Source: an optimization exercise on an open RTL-to-GDS flow (aim: small area, a short achievable clock period and few clock cycles per item). Production flows keep margins and buffers that such runs may drop. Function was checked by simulation only, so behaviour that the tests miss may differ from the original. Power and IR drop assume default switching activity.

Design moving_average_filter_core, start of the top module:
module moving_average_filter_core (
    input  logic                             clk,
    input  logic                             rst_n,
    input  logic                             cfg_we,
    input  logic [mavg_pkg::CFG_BITS-1:0]    cfg_wdata,
    input  logic                             s_tvalid,
    output logic                             s_tready,
    input  logic [mavg_pkg::SAMPLE_BITS-1:0] s_tdata,    
    input  logic                             s_tuser,    
    output logic                             m_tvalid,
    input  logic                             m_tready,
    output logic [mavg_pkg::SAMPLE_BITS-1:0] m_tdata     
);
Settings: LEC_CHECK=0, CAP_MARGIN=20, CORE_MARGIN=2, CORE_UTILIZATION=40, CTS_CLUSTER_DIAMETER=70, CTS_CLUSTER_SIZE=25, SETUP_SLACK_MARGIN=4.7, SLEW_MARGIN=20; clock period 7.0 ns.
run.sh (not shown) runs the stock make flow with config.mk's settings and CLKGATE_MAP_FILE= SYNTH_SCRIPT=/design/flow/synth_recipe.tcl, a recipe that flattens the netlist after the stock synthesis.
The first run completed with no timing, DRC or antenna violations.
Testbench counts at the start, summed over its fixed seeds: cycles 2,576, items 2,400.
==> next run, changes <==
--- a/flow/config.mk
+++ b/flow/config.mk
@@ -11,4 +11,4 @@
 export CTS_CLUSTER_DIAMETER = 70
 export CTS_CLUSTER_SIZE = 25
-export SETUP_SLACK_MARGIN = 4.7
+export SETUP_SLACK_MARGIN = 4.5
 export SLEW_MARGIN = 20
Via count goes down slightly. Clock power stays flat. Cell area came out lower slightly. Die area stays the same. Total power decreases by a few percent. Global-route usage is lower by 0.88 points.

* * *

## build 38
The RTL this note starts from:
==> flow/design.v <==
package mavg_pkg;
    localparam int WINDOW_MAX  = 32;
    localparam int SAMPLE_BITS = 16;
    localparam int SLOT_BITS   = $clog2(WINDOW_MAX);        
    localparam int SUM_BITS    = SAMPLE_BITS + SLOT_BITS;   
    localparam int CFG_BITS    = 6;
    localparam logic [SLOT_BITS-1:0] WKK_RESET = SLOT_BITS'(4);
endpackage
module mavg_div_step (
    input  logic [4:0]  rem_i,    
    input  logic [15:0] d_i,      
    input  logic [4:0]  kk,       
    output logic [4:0]  rem_o,
    output logic [15:0] d_o
);
    logic [5:0] t;
    logic [5:0] g, p;      
    logic [5:0] c;         
    logic       ge;
    assign t = {rem_i, d_i[15]};
    assign g = {t[5], t[4:0] & ~kk};
    assign p = {~t[5], ~(t[4:0] ^ kk)};
    logic g10, p10, g32, p32, g30, p30, g54, p54;
    assign g10 = g[1] | (p[1] & g[0]);
    assign p10 = p[1] & p[0];
    assign g32 = g[3] | (p[3] & g[2]);
    assign p32 = p[3] & p[2];
    assign g30 = g32 | (p32 & g10);
    assign g54 = g[5] | (p[5] & g[4]);
    assign c[0] = 1'b0;
    assign c[1] = g[0];
    assign c[2] = g10;
    assign c[3] = g[2] | (p[2] & g10);
    assign c[4] = g30;
    assign c[5] = g[4] | (p[4] & g30);
    assign ge   = g54 | (p[5] & p[4] & g30);
    for (genvar i = 0; i < 5; i++)
    begin : g_bit
        logic take_inv, keep;
        assign take_inv = ge & c[i];
        assign keep     = ge ? p[i] : t[i];
        assign rem_o[i] = take_inv ? ~p[i] : keep;
    end
    assign d_o   = {d_i[14:0], ge};
endmodule
module moving_average_filter_core (
    input  logic                             clk,
    input  logic                             rst_n,
    input  logic                             cfg_we,
    input  logic [mavg_pkg::CFG_BITS-1:0]    cfg_wdata,
    input  logic                             s_tvalid,
    output logic                             s_tready,
    input  logic [mavg_pkg::SAMPLE_BITS-1:0] s_tdata,    
    input  logic                             s_tuser,    
    output logic                             m_tvalid,
    input  logic                             m_tready,
    output logic [mavg_pkg::SAMPLE_BITS-1:0] m_tdata     
);
    localparam int SB = mavg_pkg::SUM_BITS;
    localparam logic [16:0] CUT = 17'b1_1111_1111_1111_1111;
    logic        en;
    logic        out_v, skid_v;
    logic [15:0] out_d, skid_d;
    logic        live0;
    logic        rdy_q;      
    logic        hen_q;      
    logic        skid_v_nx;
    logic        v0;
    assign en       = !skid_v;
    assign s_tready = rdy_q;
    always_ff @(posedge clk or negedge rst_n)
    begin
        if (!rst_n)
        begin
            live0 <= 1'b0;
            rdy_q <= 1'b0;
            hen_q <= 1'b0;
        end
        else
        begin
            live0 <= 1'b1;
            rdy_q <= !skid_v_nx && live0;
            hen_q <= !skid_v_nx && (en ? (s_tvalid && rdy_q) : v0);
        end
    end
    logic [4:0] wkk;
    always_ff @(posedge clk or negedge rst_n)
    begin
        if (!rst_n)
            wkk <= mavg_pkg::WKK_RESET;
        else if (cfg_we)
        begin
            if (cfg_wdata == 6'd0)
                wkk <= 5'd0;
            else if (cfg_wdata > 6'd32)
                wkk <= 5'd31;
            else
                wkk <= 5'(cfg_wdata - 6'd1);
        end
    end
    logic [15:0] x0;
    logic [4:0]  k0;       
    logic [7:0]  k0lo;     
    logic [3:0]  k0hi;     
    logic [4:0]  c5;
    logic [4:0]  kn;
    always_ff @(posedge clk or negedge rst_n)
    begin
        if (!rst_n)
        begin
            v0 <= 1'b0;
            c5 <= 5'd0;
        end
        else if (en)
        begin
            v0 <= s_tvalid && rdy_q;
            if (s_tvalid && rdy_q)
            begin
                if (s_tuser)
                    c5 <= 5'd1;
                else if (c5 != 5'd31)
                    c5 <= c5 + 5'd1;
            end
        end
    end
    assign kn = s_tuser ? 5'd0 : ((c5 < wkk) ? c5 : wkk);
    always_ff @(posedge clk)
    begin
        if (en)
        begin
            x0   <= s_tdata;
            k0   <= kn;
            k0lo <= 8'd1 << kn[2:0];
            k0hi <= 4'd1 << kn[4:3];
        end
    end
    logic [SB-1:0] acc;
    logic [SB-1:0] h [32];     
    logic [SB-1:0] hv [32];
    logic          v1;
    logic [SB-1:0] m1;
    logic [4:0]    kk1;
    always_ff @(posedge clk or negedge rst_n)
    begin
        if (!rst_n)
            acc <= '0;
        else if (hen_q)
            acc <= acc + {{(SB-16){1'b0}}, ~x0[15], x0[14:0]};
    end
    always_ff @(posedge clk)
    begin
        if (hen_q)
        begin
            h[1] <= acc;
            for (int j = 2; j < 32; j++)
                h[j] <= h[j-1];
        end
    end
    always_comb
    begin
        hv[0] = acc;
        for (int j = 1; j < 32; j++)
            hv[j] = h[j];
    end
    logic [SB-1:0] msel;
    always_comb
    begin
        msel = '0;
        for (int j = 0; j < 32; j++)
            msel = msel | (hv[j] & {SB{k0hi[j/8] & k0lo[j%8]}});
    end
    always_ff @(posedge clk or negedge rst_n)
    begin
        if (!rst_n)
            v1 <= 1'b0;
        else if (en)
            v1 <= v0;
    end
    always_ff @(posedge clk)
    begin
        if (en)
        begin
            m1  <= msel;
            kk1 <= k0;
        end
    end
    logic [4:0]  rem_a [17];
    logic [15:0] d_a   [17];
    logic [4:0]  kk_a  [17];
    logic        v_a   [17];
    logic [4:0]  rem_b [17];
    logic [15:0] d_b   [17];
    logic [4:0]  kk_b  [17];
    logic        v_b   [17];
    logic [SB-1:0] nsum;
    assign nsum = acc - m1;
    assign rem_a[0] = nsum[20:16];
    assign d_a[0]   = nsum[15:0];
    assign kk_a[0]  = kk1;
    assign v_a[0]   = v1;
    genvar p;
    generate
        for (p = 0; p < 17; p++)
        begin : g_pos
            if (p > 0)
            begin : g_step
                mavg_div_step u_step (
                    .rem_i (rem_b[p-1]),
                    .d_i   (d_b[p-1]),
                    .kk    (kk_b[p-1]),
                    .rem_o (rem_a[p]),
                    .d_o   (d_a[p])
                );
                assign kk_a[p] = kk_b[p-1];
                assign v_a[p]  = v_b[p-1];
            end
            if (CUT[p])
            begin : g_reg
                always_ff @(posedge clk or negedge rst_n)
                begin
                    if (!rst_n)
                        v_b[p] <= 1'b0;
                    else if (en)
                        v_b[p] <= v_a[p];
                end
                always_ff @(posedge clk)
                begin
                    if (en)
                    begin
                        rem_b[p] <= rem_a[p];
                        d_b[p]   <= d_a[p];
                        kk_b[p]  <= kk_a[p];
                    end
                end
            end
            else
            begin : g_wire
                assign v_b[p]   = v_a[p];
                assign rem_b[p] = rem_a[p];
                assign d_b[p]   = d_a[p];
                assign kk_b[p]  = kk_a[p];
            end
        end
    endgenerate
    logic [15:0] res;
    assign res = {~d_b[16][15], d_b[16][14:0]}
               + {15'd0, (~d_b[16][15] && (rem_b[16] != 5'd0))};
    always_comb
    begin
        if (skid_v)
            skid_v_nx = !m_tready;
        else
            skid_v_nx = out_v && !m_tready && v_b[16];
    end
    always_ff @(posedge clk or negedge rst_n)
    begin
        if (!rst_n)
        begin
            out_v  <= 1'b0;
            skid_v <= 1'b0;
        end
        else if (skid_v)
        begin
            if (m_tready)
                skid_v <= 1'b0;
        end
        else if (!out_v || m_tready)
            out_v <= v_b[16];
        else if (v_b[16])
            skid_v <= 1'b1;
    end
    always_ff @(posedge clk)
    begin
        if (skid_v)
        begin
            if (m_tready)
                out_d <= skid_d;
        end
        else if (!out_v || m_tready)
        begin
            if (v_b[16])
                out_d <= res;
        end
        else if (v_b[16])
            skid_d <= res;
    end
    assign m_tvalid = out_v;
    assign m_tdata  = out_d;
endmodule
Settings: LEC_CHECK=0, ABC_AREA=1, CAP_MARGIN=20, CORE_MARGIN=2, CORE_UTILIZATION=40, SETUP_SLACK_MARGIN=4.5, SLEW_MARGIN=20; clock period 7.0 ns.
The flow did not stop early for build 38: all stages ran, and the layout cleared the timing, design-rule and antenna checks.
Testbench counts of build 38, summed over its fixed seeds: cycles 2,640, items 2,400.
What build 84 does differently from build 38 at the input level:
- an added CTS_BUF_LIST of sky130_fd_sc_hd__clkbuf_4 sky130_fd_sc_hd__clkbuf_8
- a deleted ABC_AREA that had been 1
- an added CTS_CLUSTER_SIZE of 30
--- outcome ---
- Relative to build 38, the final cell area reported for build 84 is lower.
- Build 84 vs. build 38: fraction of area in multi-input gates went up by 0.36 points.
- Proportion of power drawn by the clock network: lower on build 84
- Run comparison: build 84 endpoint of the worst setup timing path m_tdata[6]; build 38 endpoint of the worst setup timing path s_tready
- Worst-case headroom to the max-slew limit, build 38 and build 84, lower one = build 84.
Changes in build 54 relative to build 84:
- CORE_UTILIZATION now 60, was 40
- CTS_CLUSTER_SIZE no longer set, was 30
- CTS_BUF_LIST no longer set, was sky130_fd_sc_hd__clkbuf_4 sky130_fd_sc_hd__clkbuf_8
### Flow results
In summary, build 54 completed successfully, with a layout that passed the timing, design-rule and antenna checks.
[compare] base=build 84 new=build 54: final period demand of the worst path down 0.089 ns, total of plain and repair buffers excluding clock buffers now larger, maximum number of pins on one net before global-route repair saw a decrease, total placed cells including tap cells went down by 13%, largest driver fanout on the critical path saw little to no change.
Build 54 improves on build 84 in register-to-register slack.
Against build 84 as the reference, build 54 delivers a lower growth of design area from synthesis to finish.

re-timing with driven ports:
In the flow no input, the clock included, has a driving cell. The finished layouts below were timed again as built, in two steps.
Step 1 sets driving cells, clkbuf_16 on the clock port and buf_2 on the other inputs (assumed; they add their load-dependent delay and slew).
Step 2 times the ports against the registers' clock, not the clock port: input delays grow and output delays shrink by t, the midpoint of the rising clock arrivals with the driver on.
Three values: no drivers, after step 1, after step 2; two values: the first two.
run	shift t [ns]	setup WS [ns]	worst hold slack (ns)	worst setup path at the end	worst data-port slew with drivers (ns)
the first run of note 1	0.743	4.255 / 4.255 / 4.026	0.412 / 0.412 / 0.412	input to register	0.06
the second run of note 1	0.736	4.250 / 4.250 / 3.920	0.411 / 0.411 / 0.411	input to register	0.05
build 38	0.765	4.362 / 4.295 / 3.936	0.394 / 0.394 / 0.394	input to register	0.19
build 84	0.913	4.252 / 4.180 / 3.714	0.409 / 0.409 / 0.409	input to register	0.12
build 54	0.740	4.341 / 4.278 / 3.912	0.411 / 0.411 / 0.411	input to register	0.07
After both steps every run listed still meets setup and hold. The setup slack of build 84, which loses most, moves by -0.072 ns with the drivers and by -0.538 ns with both steps.
